This design comes from an exercise in tuning for small area, a short achievable clock period and few clock cycles on the open sky130 flow, not from production work.
The RTL was checked by simulation tests, not by an equivalence proof against the original design.
Power and IR drop assume default switching activity.

**design.v**
```verilog
package iiea_pkg;
    localparam int DATA_W = 32;
    localparam int IDX_W  = 5;
    localparam int KIND_W = 2;
    localparam int STS_W  = 2;
    localparam int CNT_W  = 5;
    localparam logic [KIND_W-1:0] KIND_READ   = 2'd0;
    localparam logic [KIND_W-1:0] KIND_INSERT = 2'd1;
    localparam logic [KIND_W-1:0] KIND_ERASE  = 2'd2;
    localparam logic [STS_W-1:0] ST_OK    = 2'd0;
    localparam logic [STS_W-1:0] ST_RANGE = 2'd1;
    localparam logic [STS_W-1:0] ST_FULL  = 2'd2;
    localparam logic [STS_W-1:0] ST_EMPTY = 2'd3;
    localparam logic signed [DATA_W-1:0] RD_FAIL = -32'sd1;
    typedef struct packed {
        logic accept;     
        logic step;       
        logic commit;     
        logic load_out;   
    } t_ctrl_cmd;
    typedef struct packed {
        logic busy;       
        logic out_free;   
    } t_dp_sts;
endpackage
module indexed_insert_erase_array_top #(
    parameter int DEPTH = 16
) (
    input  logic         i_clk,
    input  logic         i_rst_n,
    input  logic         i_req_valid,
    output logic         o_req_ready,
    input  logic [1:0]   i_req_kind,
    input  logic [4:0]   i_req_index,
    input  logic [31:0]  i_req_write_data,
    output logic         o_rsp_valid,
    input  logic         i_rsp_ready,
    output logic [31:0]  o_rsp_read_data,
    output logic [1:0]   o_rsp_status,
    output logic [4:0]   o_rsp_entry_count
);
    logic        r_ready;
    logic        e_valid;
    logic        e_rd, e_ins, e_era;
    logic [4:0]  e_idx;
    logic [15:0] e_ge;       
    logic [31:0] e_wdata;
    logic [4:0]  r_count;
    logic [15:0] r_occ;      
    logic [3:0]  c_lt;
    logic        r_dinc, r_ddec;
    logic [3:0]  r_perm [16];
    logic [31:0] r_data [16];
    logic        q0_valid, q1_valid;
    logic [15:0] q0_sel;     
    logic        q1_ok;
    logic        q0_fail,  q1_fail;
    logic [3:0]  q1_slot;
    logic [1:0]  q0_status, q1_status;
    logic [4:0]  q0_count, q1_count;
    logic        o_valid;
    logic [31:0] o_rdata;
    logic [1:0]  o_status;
    logic [4:0]  o_count;
    logic        exec;
    logic        is_rd, is_ins, is_era;
    logic        empty, full;
    logic        idx_lt_n, idx_le_n;
    logic [1:0]  e_status;
    logic [4:0]  e_count;
    logic        ins_do, era_do;
    logic [3:0]  idx_slot;
    logic [3:0]  top_slot;
    logic        o_free, pop, push;
    assign exec   = e_valid && !q1_valid;
    assign is_rd  = e_rd;
    assign is_ins = e_ins;
    assign is_era = e_era;
    assign empty  = !r_occ[0];
    assign full   = r_occ[15];
    assign idx_lt_n = r_dinc ? c_lt[2] : (r_ddec ? c_lt[0] : c_lt[1]);
    assign idx_le_n = r_dinc ? c_lt[3] : (r_ddec ? c_lt[1] : c_lt[2]);
    logic [4:0]  cmp_idx;
    assign cmp_idx = r_ready ? i_req_index : e_idx;
    always_ff @(posedge i_clk) begin
        for (int d = 0; d < 4; d++) begin
            c_lt[d] <= (7'(cmp_idx) + 7'd1) < (7'(r_count) + 7'(d));
        end
    end
    always_comb begin
        e_status = iiea_pkg::ST_OK;
        e_count  = r_count;
        if (is_rd) begin
            if (empty)          e_status = iiea_pkg::ST_EMPTY;
            else if (!idx_lt_n) e_status = iiea_pkg::ST_RANGE;
        end else if (is_ins) begin
            if (full)           e_status = iiea_pkg::ST_FULL;
            else if (!idx_le_n) e_status = iiea_pkg::ST_RANGE;
            else                e_count  = r_count + 5'd1;
        end else if (is_era) begin
            if (empty)          e_status = iiea_pkg::ST_EMPTY;
            else if (!idx_lt_n) e_status = iiea_pkg::ST_RANGE;
            else                e_count  = r_count - 5'd1;
        end else begin
            e_status = iiea_pkg::ST_RANGE;
        end
    end
    assign ins_do   = is_ins && !q1_valid && !full;
    assign era_do   = is_era && !q1_valid;
    always_comb begin
        idx_slot = '0;
        for (int k = 0; k < 16; k++) begin
            if (e_ge[k] && !((k != 0) && e_ge[(k == 0) ? 0 : k - 1])) idx_slot = idx_slot | r_perm[k];
        end
    end
    assign top_slot = r_perm[15];
    always_ff @(posedge i_clk) begin
        for (int k = 0; k < 16; k++) begin
            if (!i_rst_n) begin
                r_perm[k] <= 4'(k);
            end else if (ins_do && (k != 0) && e_ge[(k == 0) ? 0 : k - 1]) begin
                r_perm[k] <= r_perm[(k == 0) ? 0 : k - 1];
            end else if (ins_do && e_ge[k]) begin
                r_perm[k] <= top_slot;
            end else if (era_do && e_ge[k]) begin
                r_perm[k] <= (k == 15) ? idx_slot : r_perm[(k == 15) ? 15 : k + 1];
            end
        end
    end
    always_ff @(posedge i_clk) begin
        for (int s = 0; s < 16; s++) begin
            if (ins_do && (top_slot == 4'(s))) begin
                r_data[s] <= e_wdata;
            end
        end
    end
    logic [31:0] rd_word;
    logic        e_ok, e_fail;
    assign e_ok   = is_rd && idx_lt_n;
    assign e_fail = is_rd && !idx_lt_n;
    always_comb begin
        rd_word = {32{q0_fail}};
        for (int s = 0; s < 16; s++) begin
            rd_word = rd_word | (r_data[s] & {32{q0_sel[s]}});
        end
    end
    assign o_free = !o_valid || i_rsp_ready;
    assign pop    = q0_valid && o_free;
    assign push   = exec;
    always_ff @(posedge i_clk) begin
        if (!i_rst_n) begin
            r_ready  <= 1'b1;
            e_valid  <= 1'b0;
            e_rd     <= 1'b0;
            e_ins    <= 1'b0;
            e_era    <= 1'b0;
            q0_valid <= 1'b0;
            q1_valid <= 1'b0;
            o_valid  <= 1'b0;
            r_count  <= 5'd0;
            r_occ    <= '0;
            r_dinc   <= 1'b0;
            r_ddec   <= 1'b0;
        end else begin
            if (r_ready) begin
                e_valid <= i_req_valid;
                e_rd    <= i_req_valid && (i_req_kind == iiea_pkg::KIND_READ);
                e_ins   <= i_req_valid && (i_req_kind == iiea_pkg::KIND_INSERT);
                e_era   <= i_req_valid && (i_req_kind == iiea_pkg::KIND_ERASE);
            end
            r_dinc <= exec && is_ins && !full && idx_le_n;
            r_ddec <= exec && is_era && idx_lt_n;
            if (exec) begin
                r_count <= e_count;
                if (is_ins && !full && idx_le_n) r_occ <= {r_occ[14:0], 1'b1};
                if (is_era && idx_lt_n)          r_occ <= {1'b0, r_occ[15:1]};
            end
            q0_valid <= q1_valid || push || (q0_valid && !pop);
            q1_valid <= q0_valid && !pop && (q1_valid || push);
            if (o_free) o_valid <= q0_valid;
            r_ready <= !((r_ready ? i_req_valid : e_valid) &&
                         (q0_valid && !pop && (q1_valid || push)));
        end
    end
    always_ff @(posedge i_clk) begin
        if (r_ready) begin
            e_idx   <= i_req_index;
            for (int k = 0; k < 16; k++) e_ge[k] <= (5'(k) >= i_req_index);
            e_wdata <= i_req_write_data;
        end
    end
    always_ff @(posedge i_clk) begin
        if (!q0_valid || pop) begin
            if (q1_valid) begin
                q0_sel    <= q1_ok ? 16'(1) << q1_slot : 16'd0;
                q0_fail   <= q1_fail;
                q0_status <= q1_status;
                q0_count  <= q1_count;
            end else begin
                q0_sel    <= e_ok ? 16'(1) << idx_slot : 16'd0;
                q0_fail   <= e_fail;
                q0_status <= e_status;
                q0_count  <= e_count;
            end
        end
        if (!q1_valid) begin
            q1_ok     <= e_ok;
            q1_fail   <= e_fail;
            q1_slot   <= idx_slot;
            q1_status <= e_status;
            q1_count  <= e_count;
        end
    end
    always_ff @(posedge i_clk) begin
        if (o_free) begin
            o_rdata  <= rd_word;
            o_status <= q0_status;
            o_count  <= q0_count;
        end
    end
    assign o_req_ready       = r_ready;
    assign o_rsp_valid       = o_valid;
    assign o_rsp_read_data   = o_rdata;
    assign o_rsp_status      = o_status;
    assign o_rsp_entry_count = o_count;
endmodule
```
**run.sh**
```bash
#!/bin/bash
# synth_recipe.tcl (not shown) runs the flow's synth.tcl, then flattens the netlist and writes it again
# the make line also repeats each setting of config.mk as NAME=value (left out here)
make -C /OpenROAD-flow-scripts/flow DESIGN_CONFIG=/design/flow/config.mk WORK_HOME=/design/flow/orfs CLKGATE_MAP_FILE= SYNTH_SCRIPT=/design/flow/synth_recipe.tcl finish
```
**constraint.sdc**
```tcl
create_clock -name core_clock -period 4.0 [get_ports {i_clk}]
set_input_delay 0.8000 -clock core_clock [delete_from_list [all_inputs] [get_ports {i_clk}]]
set_output_delay 0.8000 -clock core_clock [all_outputs]
set_load 0.01 [all_outputs]
```
**config.mk**
```make
export PLATFORM = sky130hd
export DESIGN_NAME = indexed_insert_erase_array_top
export DESIGN_NICKNAME = indexed_insert_erase_array_top
export VERILOG_FILES = /design/flow/design.v
export SDC_FILE = /design/flow/constraint.sdc
export NUM_CORES = 4
export LEC_CHECK = 0
export ABC_AREA = 1
export CAP_MARGIN = 20
export CORE_MARGIN = 2
export CORE_UTILIZATION = 55
export CTS_CLUSTER_DIAMETER = 80
export CTS_CLUSTER_SIZE = 30
export SETUP_SLACK_MARGIN = 1.8
export SLEW_MARGIN = 20
```
==> run summary, run 1 <==
status=timing/DRC/antenna clean; cts bufs inserted=37; Crit. End Element=output port; post-route clock period utilization=a little over half; type of the tightest min-delay check=reg2reg; number of rows created at floorplan=84; Setup Crit Path Kind=reg2out; total net switching power=3.08 mW; HPWL reported at the end of detailed placement=about 43000 µm; Min Clock Period, post-route=2.17 ns; first-pass GRT wire length=110000 µm; Reg clk slew, reported paths=0.11 ns; maximum buffer depth of the clock tree=3; maximum number of pins on one net before global-route repair=43; routability cong.=0.881; number of buffer and inverter instances along the worst setup path=1; source-to-sink clock delay at the later pin of the worst-skew pair=about 0.60 ns; Distinct cells, synth=52; flops & latches, synth=740; number of max-cap violations=0; part of the total power dissipated in the clock network=33.4%; power density over the cells=425 nW/µm²; number of nets in the synthesized netlist=roughly 2400; Antenna Nets Post-Route=0; standard cell with the maximum stage delay on the critical path=sky130_fd_sc_hd__edfxtp_1; utilization of the core after routing=62.2%; total wirelength of the detailed-routed design=72600 µm; delay-heaviest family, CP=flip-flops; final total power=about 14 mW; detailed-route wire length per cell=roughly 23 µm; Slew @ Worst Pin=0.953 ns; net switching share of the total power=between 20 and 25%; Sinks on Clock Net=740; worst setup slack after placement=0.914 ns; CORE AREA=52400 µm²; fraction of registers with async set/reset=0%; post-synthesis cell area=just under 30000 µm²; largest area contributor in the netlist=sky130_fd_sc_hd__edfxtp_1; number of antenna violations at the first check in global routing=2; Slew HR=36.4%; peak fanout along the critical path=1; Critical Path, Cell by Cell=dlygate4sd2_1; Nets=between 2000 and 2500; Vias=18700; growth of design area from synthesis to finish=12.1%; final setup violation count=0; area of the die=around 55000 µm²; post-route setup slack=roughly 1.8 ns; DRC Markers=0; portion of synthesized cell area occupied by the leading cell type=64.8%; H-Tree Level Count=2; final-layout setup total negative slack=0 ns; number of global-route vias before repair=around 18000; initial drt markers=roughly 1600; port buffer count=83; count of hold buffers inserted by post-cts repair=0; RSZ-0062 raised after global routing=true; EDFF count, synth=628; maximum cell stage delay along the critical path=0.45 ns; routed via count divided by cell count=~6.0; Final Max Slew Viols=0; internal cell power=around 11 mW; required time reported for the critical path endpoint=~3.2 ns; share of the yosys chip area belonging to registers=a little over 70%; dpl cell area=between 30000 and 40000 µm²; type of element launching the critical path=flop; height of the die=234 µm; instance count of the mapped netlist=2312; Final Hold Violating Endpoints=0; worst IR drop on VDD=0.360 mV; total congestion overflow=0; leakage power=11.6 nW; fill count=4047; Yosys warnings=3; arrival time worst endpoint=around 1.4 ns; total global-route track usage=27.0%; Root Buffer Master=sky130_fd_sc_hd__clkbuf_16; share of total power in sequential cells=62.2%; worst clock skew=~0.023 ns; Most used DFF post-synth=sky130_fd_sc_hd__edfxtp_1; syn avg cell area=12.6 µm²; Fmax=461 MHz; effective utilization at floorplan=55.5%; clock tree from TritonCTS=yes; number of primary I/O pins=84; first-pass iteration count of the detailed router=8; design area=32600 µm²; fraction of final layout cells with drive strength greater than 1=9.18%; Die Span X=234 µm; Area contributors post-synth=sky130_fd_sc_hd__edfxtp_1 (65%), sky130_fd_sc_hd__dfxtp_1 (7.7%), sky130_fd_sc_hd__nand2_1 (7.2%); combinational power share=~4.4%
==> synthesized netlist by cell type (all sizes together) (48+ instances only) <==
master  instances
nand3         122
nand2         569
inv           137
clkbuf         70
a221oi         51
a22o           60
nor2           90
o21ai          98
nand4          48
edfxtp        628
dfxtp         112
a21oi          98
==> state kept, by name, indices dropped and copies added (netlist names), 2 cells and up <==
register / flops
c_lt: 4
o_status: 2
r_perm: 64
q0_sel: 16
e_idx: 5
r_data: 512
q1_slot: 4
o_rdata: 32
q0_status: 2
q0_count: 5
e_wdata: 32
r_count: 5
o_count: 5
q1_status: 2
r_occ: 16
e_ge: 16
q1_count: 5
==> stage by stage <==
stage                     instances  hold WS [ns]
after global placement         3038         0.411
after floorplan                2312         0.400
final                          3129         0.423
after detailed placement       3038         0.407
after CTS                      3117         0.428
after global routing           3128         0.439
==> final timing paths <==
kind	from	end	slack (ns)	cells past startpoint
worst max-delay path	o_count[0]	o_rsp_entry_count[0]	1.83	1
worst min-delay path	q0_count[0]	o_count[0]	0.42	0
worst max register to register	e_ins	r_data[3][24]	1.86	7
worst min register to register	q0_count[0]	o_count[0]	0.42	0
==> repair_timing <==
| action | in CTS | in global routing |
|---|---|---|
| endpoints found under the hold margin | 0 | 0 |
| buffers inserted | 16 | 11 |
| gates resized for setup | 80 | 28 |
| setup endpoints to repair | 623 | 310 |
| pin swaps | 7 | 6 |
| gates cloned | 0 | 0 |
==> power by group through the flow <==
stage          registers, mW  logic [mW]  clock network [mW]
6_report                8.64       0.606                4.63
5_1_grt                 8.66       0.678                4.98
4_1_cts                 8.64       0.591                4.73
3_5_place_dp            8.82       0.608                   0
3_3_place_gp            8.81       0.602                   0
2_1_floorplan           8.77       0.340                   0
==> per-layer routing <==
layer | vias to the layer above | share of wire [%] | track usage (%)
met2 | 572 | 50 | 45.7
li1 | 8687 | - | -
met3 | 104 | 5.5 | 3.26
met5 | - | 0 | 0
met4 | 0 | 2.4 | 7.26
met1 | 9287 | 42 | 37.1
==> cells in the final DEF (no fill, tap or decap), types with 51 or more instances in the layout <==
cell	synthesis	final
sky130_fd_sc_hd__buf_4	3	52
sky130_fd_sc_hd__a22o_1	60	60
sky130_fd_sc_hd__inv_1	129	119
sky130_fd_sc_hd__nand2_1	558	554
sky130_fd_sc_hd__nor2_1	77	56
sky130_fd_sc_hd__a221oi_1	51	51
sky130_fd_sc_hd__o21ai_0	89	86
sky130_fd_sc_hd__dfxtp_1	112	108
sky130_fd_sc_hd__edfxtp_1	628	628
sky130_fd_sc_hd__a21oi_1	97	95
sky130_fd_sc_hd__nand3_1	121	117
==> kinds of logic after synthesis <==
group | Yosys count | synth area share, %
flip-flops | 740 | 72.5
buffers and inverters | 229 | 3.10
XOR/XNOR | 9 | 0.271
AO/OA/AOI/OAI | 448 | 10.4
adder cells (fa/ha/maj) | 26 | 1.12
AND/OR/NAND/NOR | 860 | 12.6
==> final cells by class <==
cell class / instances / area [µm²] / area share (%)
inverter: 139 / 539 / 1.65
clock inverter: 24 / 348 / 1.07
antenna: 1 / 2.50 / 0.00767
tap: 688 / 861 / 2.64
multi-input combinational: 1343 / 7370 / 22.6
clock buffer: 39 / 933 / 2.86
timing repair buffer: 155 / 1480 / 4.53
sequential: 740 / 21100 / 64.7
Testbench counts, summed over its fixed seeds: cycles 4,824.
==> run 2, diff against run 1 <==
--- a/config.mk
+++ b/config.mk
@@ -12,4 +12,4 @@
 export CTS_CLUSTER_DIAMETER = 80
 export CTS_CLUSTER_SIZE = 30
-export SETUP_SLACK_MARGIN = 1.8
+export SETUP_SLACK_MARGIN = 2.1
 export SLEW_MARGIN = 20
==> run 2 against run 1 <==
  * Sequential power about the same
  * Utilization increased by 4.6 points
  * Final area increased by 7.3%
  * Critical path depth increased by 9
  * Clock-buffer cell count increased by 1
  * Critical endpoint is now c_lt[3]
  * Largest power group unchanged
==> run summary, run 2 <==
Sinks on Clock Net=740 (unchanged); source-to-sink clock delay at the later pin of the worst-skew pair=0.59 ns (about the same); portion of synthesized cell area occupied by the leading cell type=64.8% (unchanged); top post-synthesis cells by count=sky130_fd_sc_hd__edfxtp_1 (628), sky130_fd_sc_hd__nand2_1 (558), sky130_fd_sc_hd__inv_1 (129); Most common cell on crit path=sky130_fd_sc_hd__ha_4; Final Hold Violating Endpoints=0 (unchanged); fill count=3802 (-6.1%); largest registers ranked by flip-flop count=r_data: 512 flops, r_perm: 64 flops; power density over the cells=391 nW/µm² (-8.0%); Die Span X=234 µm (unchanged); H-Tree Level Count=2 (unchanged); standard cell with the maximum stage delay on the critical path=sky130_fd_sc_hd__dfxtp_4; status=timing/DRC/antenna clean; number of primary I/O pins=84 (unchanged); type of element launching the critical path=flop; maximum cell stage delay along the critical path=0.42 ns (-0.03 ns); syn avg cell area=12.6 µm² (unchanged); Slew HR=35.3% (-1.1 points); commonest cells after routing, fill and taps aside=sky130_fd_sc_hd__edfxtp_1 (628), sky130_fd_sc_hd__nand2_1 (531), sky130_fd_sc_hd__buf_4 (137); Most used DFF post-synth=sky130_fd_sc_hd__edfxtp_1; Root Buffer Master=sky130_fd_sc_hd__clkbuf_16; required time reported for the critical path endpoint=4.47 ns (+1.27 ns); Critical Path, Cell by Cell=buf_12, inv_8, o21ai_4, ha_4, buf_6, nand3_4, xor2_4, ha_4, nand2_1, o221a_2; RSZ-0062 raised after global routing=true; detailed-route wire length per cell=24.9 µm (+7.2%); maximum buffer depth of the clock tree=3 (unchanged); Setup Crit Path Kind=reg2reg; number of instances on the worst hold path=0 (unchanged); count of hold buffers inserted by post-cts repair=0 (unchanged); Crit. End Element=flop; number of global-route vias before repair=18700 (+4.2%); initial drt markers=2066 (+32%); number of nets in the synthesized netlist=2381 (unchanged); WHS Endpoint=o_count[0]; Worst Reg-to-Reg Cells=10 (+3); library cell with the highest instance count after synthesis=sky130_fd_sc_hd__edfxtp_1; HPWL reported at the end of detailed placement=45400 µm (+5.4%); clock tree from TritonCTS=yes; number of max-cap violations=0 (unchanged); Distinct cells, synth=52 (unchanged); maximum number of pins on one net before global-route repair=48 (+12%); dpl cell area=31000 µm² (+0.33%); R2R Path End=c_lt[3]; cts bufs inserted=34 (-8.1%); number of antenna violations at the first check in global routing=0 (-2); Antenna Nets Post-Route=0 (unchanged); Worst Min Path Start=q0_count[0]; growth of design area from synthesis to finish=20.4%; port buffer count=83 (unchanged); routability cong.=0.905 (+2.7%); Slew @ Worst Pin=0.971 ns (+0.0171 ns); flops & latches, synth=740 (unchanged); type of the tightest min-delay check=reg2reg; R2R setup slack=1.91 ns (+0.05 ns); Reg clk slew, reported paths=0.11 ns (about the same); instance count of the mapped netlist=2312 (unchanged); Min Clock Period, post-route=2.09 ns (-0.0811 ns); final setup violation count=0 (unchanged); first-pass iteration count of the detailed router=5 (-3); area of the die=54800 µm² (unchanged); number of antenna diodes=0 (-1); Vias=20000 (+7.3%); peak fanout along the critical path=8 (+7); routed via count divided by cell count=6.09 (+2.3%); EDFF count, synth=628 (unchanged); total global-route track usage=28.7% (+1.7 points); fraction of final layout cells with drive strength greater than 1=20.4% (+11 points); total wirelength of the detailed-routed design=81700 µm (+13%); height of the die=234 µm (unchanged); final-layout setup total negative slack=0 ns (unchanged); worst clock skew=0.0287 ns (+0.00583 ns); Yosys warnings=3 (unchanged); share of the yosys chip area belonging to registers=72.5% (unchanged); fraction of registers with async set/reset=0% (unchanged); most common cell after layout, fill and taps aside=sky130_fd_sc_hd__edfxtp_1; Fmax=479 MHz (+3.9%); number of flip-flops in the largest register=512 (unchanged); startpoint of the worst register-to-register path=r_ready; largest area contributor in the netlist=sky130_fd_sc_hd__edfxtp_1; post-route clock period utilization=52.1% (-2.0 points); CORE AREA=52400 µm² (unchanged); total congestion overflow=0 (unchanged); Final Max Slew Viols=0 (unchanged); Nets=2642 (+6.3%); number of rows created at floorplan=84 (unchanged); Area contributors post-synth=sky130_fd_sc_hd__edfxtp_1 (65%), sky130_fd_sc_hd__dfxtp_1 (7.7%), sky130_fd_sc_hd__nand2_1 (7.2%); design area=35000 µm² (+7.3%); worst IR drop on VDD=0.314 mV (-13%); DRC Markers=0 (unchanged); effective utilization at floorplan=55.5% (unchanged); leakage power=12.6 nW (+8.3%); post-synthesis cell area=29100 µm² (unchanged); first-pass GRT wire length=116000 µm (+5.3%); register with the most flip-flops=r_data; arrival time worst endpoint=2.55 ns (+1.18 ns)
-- run 2: cell count changes in the layout (fill, tap and decap cells not counted), sizes merged, moves of 2 or more --
cell,before,now
buf,73,255
dlygate4sd2,42,3
clkbuf,40,55
inv,144,137
clkinvlp,4,9
nor2,90,94
bufinv,4,2
clkdlybuf4s50,38,36
-- run 2: worst max-delay path, delay by kind of cell (launching register included) --
kind,cells,cell delay [ns]
buffers and inverters,3,0.26
flip-flops,1,0.42
adder cells (fa/ha/maj),2,0.48
AND/OR/NAND/NOR,2,0.12
AO/OA/AOI/OAI,2,0.49
XOR/XNOR,1,0.19
-- run 2: layout make-up --
type / instances / area, µm² / share of cell area [%]
Clock buffer: 40 / 895 / 2.55
Clock inverter: 18 / 218 / 0.621
Inverter: 139 / 593 / 1.69
Multi-Input combinational cell: 1347 / 8020 / 22.9
Sequential cell: 740 / 21100 / 60.3
Tap cell: 688 / 861 / 2.46
Timing Repair Buffer: 310 / 3310 / 9.46
Timing Repair inverter: 1 / 6.26 / 0.0179
-- run 2: cell families (layout without fill, tap and decap cells) --
| kind of cell | Yosys count | in the layout | synth area share, % |
|---|---|---|---|
| and+or+nand+nor | 860 | 864 | 12.6 |
| DFF | 740 | 740 | 72.5 |
| AOI/OAI and AO/OA | 448 | 448 | 10.4 |
| buffers and inverters | 229 | 508 | 3.10 |
| adders and majority gates | 26 | 26 | 1.12 |
| xor gates and xnor gates | 9 | 9 | 0.271 |
-- run 2: worst max path at each step --
stage / startpoint / endpoint / depth (start not counted)
after floorplan: r_ready / c_lt[2] / 11
after global placement: i_req_index[1] / c_lt[3] / 11
after detailed placement: i_req_index[1] / c_lt[3] / 11
after CTS: r_ready / o_req_ready / 1
after global routing: r_ready / c_lt[3] / 10
final: r_ready / c_lt[3] / 10
-- run 2: power breakdown --
part	switching [mW]	internal (mW)	total, mW
Sequential	0.162	8.48	8.64
Clock	2.45	1.83	4.28
Combinational	0.461	0.318	0.779
-- run 2: per-stage QoR --
step                      std cells  power, mW  hold slack (ns)  util (%)  setup WS, ns
after global placement         3037       9.43            0.417      59.1         0.966
after CTS                      3211       13.7            0.433      64.0          1.88
after detailed placement       3039       9.44            0.415      59.2         0.903
after floorplan                2312       9.11            0.400         -          1.78
after global routing           3283       14.1            0.435      66.8          1.84
final                          3283       13.7            0.426      66.8          1.91
-- run 2: metal layers --
metal  part of all wire (%)  global-route usage (%)
met1                     42                    40.2
met2                     49                    48.3
met3                    6.3                    3.11
met4                    2.8                    7.38
met5                      0                       0
-- run 2: repair_timing --
| action | in CTS | in global routing |
|---|---|---|
| setup endpoints to repair | 727 | 435 |
| pin swaps | 40 | 54 |
| cloned | 8 | 18 |
| buffers inserted | 106 | 54 |
| resized for setup | 310 | 159 |
==> run 3, diff against run 2 <==
--- a/design.v
+++ b/design.v
@@ -45,9 +45,8 @@
     logic [4:0]  e_idx;
     logic [15:0] e_ge;       
+    logic [15:0] e_eq;       
     logic [31:0] e_wdata;
     logic [4:0]  r_count;
     logic [15:0] r_occ;      
-    logic [3:0]  c_lt;
-    logic        r_dinc, r_ddec;
     logic [3:0]  r_perm [16];
     logic [31:0] r_data [16];
@@ -79,13 +78,6 @@
     assign empty  = !r_occ[0];
     assign full   = r_occ[15];
-    assign idx_lt_n = r_dinc ? c_lt[2] : (r_ddec ? c_lt[0] : c_lt[1]);
-    assign idx_le_n = r_dinc ? c_lt[3] : (r_ddec ? c_lt[1] : c_lt[2]);
-    logic [4:0]  cmp_idx;
-    assign cmp_idx = r_ready ? i_req_index : e_idx;
-    always_ff @(posedge i_clk) begin
-        for (int d = 0; d < 4; d++) begin
-            c_lt[d] <= (7'(cmp_idx) + 7'd1) < (7'(r_count) + 7'(d));
-        end
-    end
+    assign idx_lt_n = |(e_ge & r_occ);
+    assign idx_le_n = |(e_ge & {r_occ[14:0], 1'b1});
     always_comb begin
         e_status = iiea_pkg::ST_OK;
@@ -111,5 +103,5 @@
         idx_slot = '0;
         for (int k = 0; k < 16; k++) begin
-            if (e_ge[k] && !((k != 0) && e_ge[(k == 0) ? 0 : k - 1])) idx_slot = idx_slot | r_perm[k];
+            if (e_eq[k]) idx_slot = idx_slot | r_perm[k];
         end
     end
@@ -121,5 +113,5 @@
             end else if (ins_do && (k != 0) && e_ge[(k == 0) ? 0 : k - 1]) begin
                 r_perm[k] <= r_perm[(k == 0) ? 0 : k - 1];
-            end else if (ins_do && e_ge[k]) begin
+            end else if (ins_do && e_eq[k]) begin
                 r_perm[k] <= top_slot;
             end else if (era_do && e_ge[k]) begin
@@ -160,6 +152,4 @@
             r_count  <= 5'd0;
             r_occ    <= '0;
-            r_dinc   <= 1'b0;
-            r_ddec   <= 1'b0;
         end else begin
             if (r_ready) begin
@@ -169,6 +159,4 @@
                 e_era   <= i_req_valid && (i_req_kind == iiea_pkg::KIND_ERASE);
             end
-            r_dinc <= exec && is_ins && !full && idx_le_n;
-            r_ddec <= exec && is_era && idx_lt_n;
             if (exec) begin
                 r_count <= e_count;
@@ -187,4 +175,5 @@
             e_idx   <= i_req_index;
             for (int k = 0; k < 16; k++) e_ge[k] <= (5'(k) >= i_req_index);
+            for (int k = 0; k < 16; k++) e_eq[k] <= (5'(k) == i_req_index);
             e_wdata <= i_req_write_data;
         end
==> run 3 against run 2 <==
  * Clock-buffer cell count shrank 1
  * Maximum frequency grew 4.6%
  * Via count shrank 4.4%
  * Worst hold slack gained 0.0066 ns
  * Global-route usage shrank 1.6 points
  * Clock skew grew 0.0053 ns
  * Sequential share of layout area grew 3.3 points
  * Critical endpoint is now o_rsp_read_data[10]
  * Register-to-register slack gained 0.23 ns
  * Sequential power is essentially flat
  * Die area grew 1.0%
==> run summary, run 3 <==
number of buffer and inverter instances along the worst setup path=1 (-2); most common cell after layout, fill and taps aside=sky130_fd_sc_hd__edfxtp_1; library cell with the highest instance count after synthesis=sky130_fd_sc_hd__edfxtp_1; critical path startpoint=o_rdata[10]; final-layout worst hold slack=0.433 ns (+0.00665 ns); final setup violation count=0 (unchanged); largest area contributor in the netlist=sky130_fd_sc_hd__edfxtp_1; Nets=2523 (-4.5%); detailed-route wire length per cell=23.7 µm (-4.9%); Final Max Slew Viols=0 (unchanged); type of element launching the critical path=flop; share of the yosys chip area belonging to registers=72.6% (+0.12 points); growth of design area from synthesis to finish=14.2%; number of max-cap violations=0 (unchanged); final instance count without filler cells=3192 (-2.8%); worst clock skew=0.0339 ns (+0.00528 ns); CORE AREA=52800 µm² (+0.60%); number of antenna diodes=0 (unchanged); number of nets in the synthesized netlist=2361 (-0.84%); Final Hold Violating Endpoints=0 (unchanged); power density over the cells=406 nW/µm² (+3.8%); Area contributors post-synth=sky130_fd_sc_hd__edfxtp_1 (66%), sky130_fd_sc_hd__dfxtp_1 (6.9%), sky130_fd_sc_hd__nand2_1 (6.5%); R2R setup slack=2.14 ns (+0.23 ns); arrival time worst endpoint=1.19 ns (-1.36 ns); required time reported for the critical path endpoint=3.20 ns (-1.27 ns); HPWL reported at the end of detailed placement=44200 µm (-2.7%); routability cong.=0.979 (+8.3%); instance count of the mapped netlist=2316 (+0.17%); Crit. End Element=output port; cts bufs inserted=36 (+5.9%); leakage power=12.2 nW (-2.9%); DRC Markers=0 (unchanged); register with the most flip-flops=r_data; clock tree from TritonCTS=yes; port buffer count=83 (unchanged); routed via count divided by cell count=5.99 (-1.6%); Critical Path, Cell by Cell=buf_6; status=timing/DRC/antenna clean; utilization of the core after routing=63.7% (-3.1 points); area of the die=55400 µm² (+1.0%); Sinks on Clock Net=745 (+0.68%); Root Buffer Master=sky130_fd_sc_hd__clkbuf_16; maximum number of pins on one net before global-route repair=60 (+25%); Fmax=502 MHz (+4.6%); flops & latches, synth=745 (+0.68%); number of rows created at floorplan=84 (unchanged); number of antenna violations at the first check in global routing=0 (unchanged); worst setup slack after placement=1.09 ns (+0.183 ns); top post-synthesis cells by count=sky130_fd_sc_hd__edfxtp_1 (644), sky130_fd_sc_hd__nand2_1 (509), sky130_fd_sc_hd__inv_1 (154); portion of synthesized cell area occupied by the leading cell type=65.7% (+0.95 points); Most used DFF post-synth=sky130_fd_sc_hd__edfxtp_1; Yosys warnings=3 (unchanged); Vias=19100 (-4.4%); RSZ-0062 raised after global routing=true; fraction of final layout cells with drive strength greater than 1=16.2% (-4.2 points); standard cell with the maximum stage delay on the critical path=sky130_fd_sc_hd__edfxtp_1; EDFF count, synth=644 (+2.5%); Die Span X=235 µm (+0.52%); placed cells=3052 (+0.43%); Slew @ Worst Pin=0.727 ns (-0.243 ns); fraction of registers with async set/reset=0% (unchanged); total congestion overflow=0 (unchanged); first-pass iteration count of the detailed router=5 (unchanged); commonest cells after routing, fill and taps aside=sky130_fd_sc_hd__edfxtp_1 (644), sky130_fd_sc_hd__nand2_1 (496), sky130_fd_sc_hd__inv_1 (133); number of flip-flops in the largest register=512 (unchanged); H-Tree Level Count=2 (unchanged); Worst Min Path Start=q0_count[4]; maximum cell stage delay along the critical path=0.44 ns (+0.02 ns); source-to-sink clock delay at the later pin of the worst-skew pair=0.60 ns (about the same); effective utilization at floorplan=55.8% (+0.25 points); Antenna Nets Post-Route=0 (unchanged); number of primary I/O pins=84 (unchanged); total global-route track usage=27.1% (-1.6 points); initial drt markers=1781 (-14%); height of the die=235 µm (+0.52%); Min Clock Period, post-route=1.99 ns (-0.0922 ns); Reg clk slew, reported paths=0.10 ns (about the same); largest registers ranked by flip-flop count=r_data: 512 flops, r_perm: 64 flops; worst IR drop on VDD=0.327 mV (+4.0%); type of the tightest min-delay check=reg2reg; Slew HR=51.3% (+16 points); maximum buffer depth of the clock tree=3 (unchanged); delay-heaviest family, CP=flip-flops; syn avg cell area=12.7 µm² (+0.89%); post-route clock period utilization=49.8% (-2.3 points); post-synthesis cell area=29400 µm² (+1.1%); Setup Crit Path Kind=reg2out; Distinct cells, synth=53 (+1.9%); post-route setup slack=2.01 ns (+0.0922 ns); number of global-route vias before repair=18500 (-1.5%); peak fanout along the critical path=1 (-7); final-layout setup total negative slack=0 ns (unchanged); first-pass GRT wire length=113000 µm (-2.4%); total wirelength of the detailed-routed design=75600 µm (-7.5%); startpoint of the worst register-to-register path=e_eq[12]; count of hold buffers inserted by post-cts repair=0 (unchanged)
## run 3: changes by cell type in the layout (fill, tap and decap cells not counted), moves of 15 or more
| cell | change |
|---|---|
| sky130_fd_sc_hd__buf_12 | -20 |
| sky130_fd_sc_hd__ha_1 | -19 |
| sky130_fd_sc_hd__edfxtp_1 | +16 |
| sky130_fd_sc_hd__inv_1 | +33 |
| sky130_fd_sc_hd__o21ai_0 | +15 |
| sky130_fd_sc_hd__o21ai_1 | +15 |
| sky130_fd_sc_hd__o2111ai_1 | -22 |
| sky130_fd_sc_hd__buf_4 | -59 |
| sky130_fd_sc_hd__nor2_1 | +35 |
| sky130_fd_sc_hd__nand2_1 | -35 |
| sky130_fd_sc_hd__inv_2 | +15 |
| sky130_fd_sc_hd__a31oi_1 | -15 |
## run 3: what timing repair did
action,in CTS,in global routing
buffers inserted,46,25
endpoints found under the hold margin,0,0
endpoints found under the setup margin,713,309
cloned,3,2
pin swaps,16,26
gates resized for setup,253,98
## run 3: where the power goes
part           switching (mW)  internal, mW  leakage, nW
Sequential              0.133          8.53         6.95
Combinational           0.308         0.187         4.68
Clock                    2.52          1.97        0.605
Total                    2.96          10.7         12.2
## run 3: cells by family after synthesis
logic type	share of synthesized area, %
adder cells (fa/ha/maj)	0.0850
flip-flops	72.6
AND/OR/NAND/NOR	12.8
AO/OA/AOI/OAI	11.0
buffers and inverters	3.53
## run 3: worst register-to-register path, cell delays in order, from the launching register on
cell and delay (ns):
sky130_fd_sc_hd__edfxtp_1 0.49, sky130_fd_sc_hd__inv_2 0.16, sky130_fd_sc_hd__o22ai_1 0.14, sky130_fd_sc_hd__nor2_1 0.12
sky130_fd_sc_hd__nand2_1 0.10, sky130_fd_sc_hd__nor2_4 0.21, sky130_fd_sc_hd__inv_2 0.09, sky130_fd_sc_hd__nand2_1 0.09
sky130_fd_sc_hd__nor2_1 0.07, sky130_fd_sc_hd__a22o_1 0.17
## run 3: metrics by stage
step / power [mW] / instance area [µm²]
2_1_floorplan: 9.03 / 29500
3_3_place_gp: 9.29 / 31300
3_5_place_dp: 9.30 / 31300
4_1_cts: 13.7 / 33100
5_1_grt: 14.1 / 33600
6_report: 13.6 / 33600
## run 3: worst paths after layout
kind,endpoint,cells after the start
worst max-delay path,o_rsp_read_data[10],1
worst max register to register,q0_sel[1],9
worst min-delay path,o_count[4],0
worst min register to register,o_count[4],0
## run 3: per-layer routing
| metal | GRT usage [%] | up-vias | part of all wire (%) |
|---|---|---|---|
| met5 | 0 | - | 0 |
| met4 | 11.4 | 0 | 4.5 |
| met3 | 2.84 | 177 | 6.0 |
| met2 | 44.8 | 727 | 48 |
| met1 | 37.1 | 9429 | 42 |
| li1 | - | 8801 | - |
## run 3: area by class of cell
cell class | count | area, µm²
clock inverters | 25 | 280
clock buffers | 39 | 953
repair buffers | 200 | 1850
flip-flops and latches | 745 | 21400
well taps | 688 | 861
inverters | 178 | 702
fillers | 4064 | 19200
multi-input cells | 1317 | 7560
Testbench counts of run 3, summed over its fixed seeds: cycles 4,824.

-- static timing again, ports no longer ideal --
The flow's constraints put no driver on any port. The routed layouts listed below were extracted and timed again, unchanged, in two steps.
Step 1, drivers: a clkbuf_16 drives i_clk and a buf_2 each remaining input, both assumed.
Step 2 adds t to the input delays and takes it off the output delays; t is the mean of the earliest and latest rising clock arrival at the registers after step 1. Input paths then give back, and output paths get back, about the clock's delay inside the block.
a / b / c = no drivers / after step 1 / after step 2; a / b = the first two.
| run | shift t [ns] | setup slack, ns | pins driven straight from the clock port |
|---|---|---|---|
| run 1 | 0.645 | 1.833 / 1.777 / 1.237 | 1 |
| run 2 | 0.644 | 1.914 / 1.903 / 1.413 | 1 |
| run 3 | 0.640 | 2.006 / 1.946 / 1.555 | 1 |
After both steps setup and hold are still met in every run listed. For run 1, which loses most, drivers alone change the setup slack by -0.056 ns; drivers and shift together by -0.596 ns.
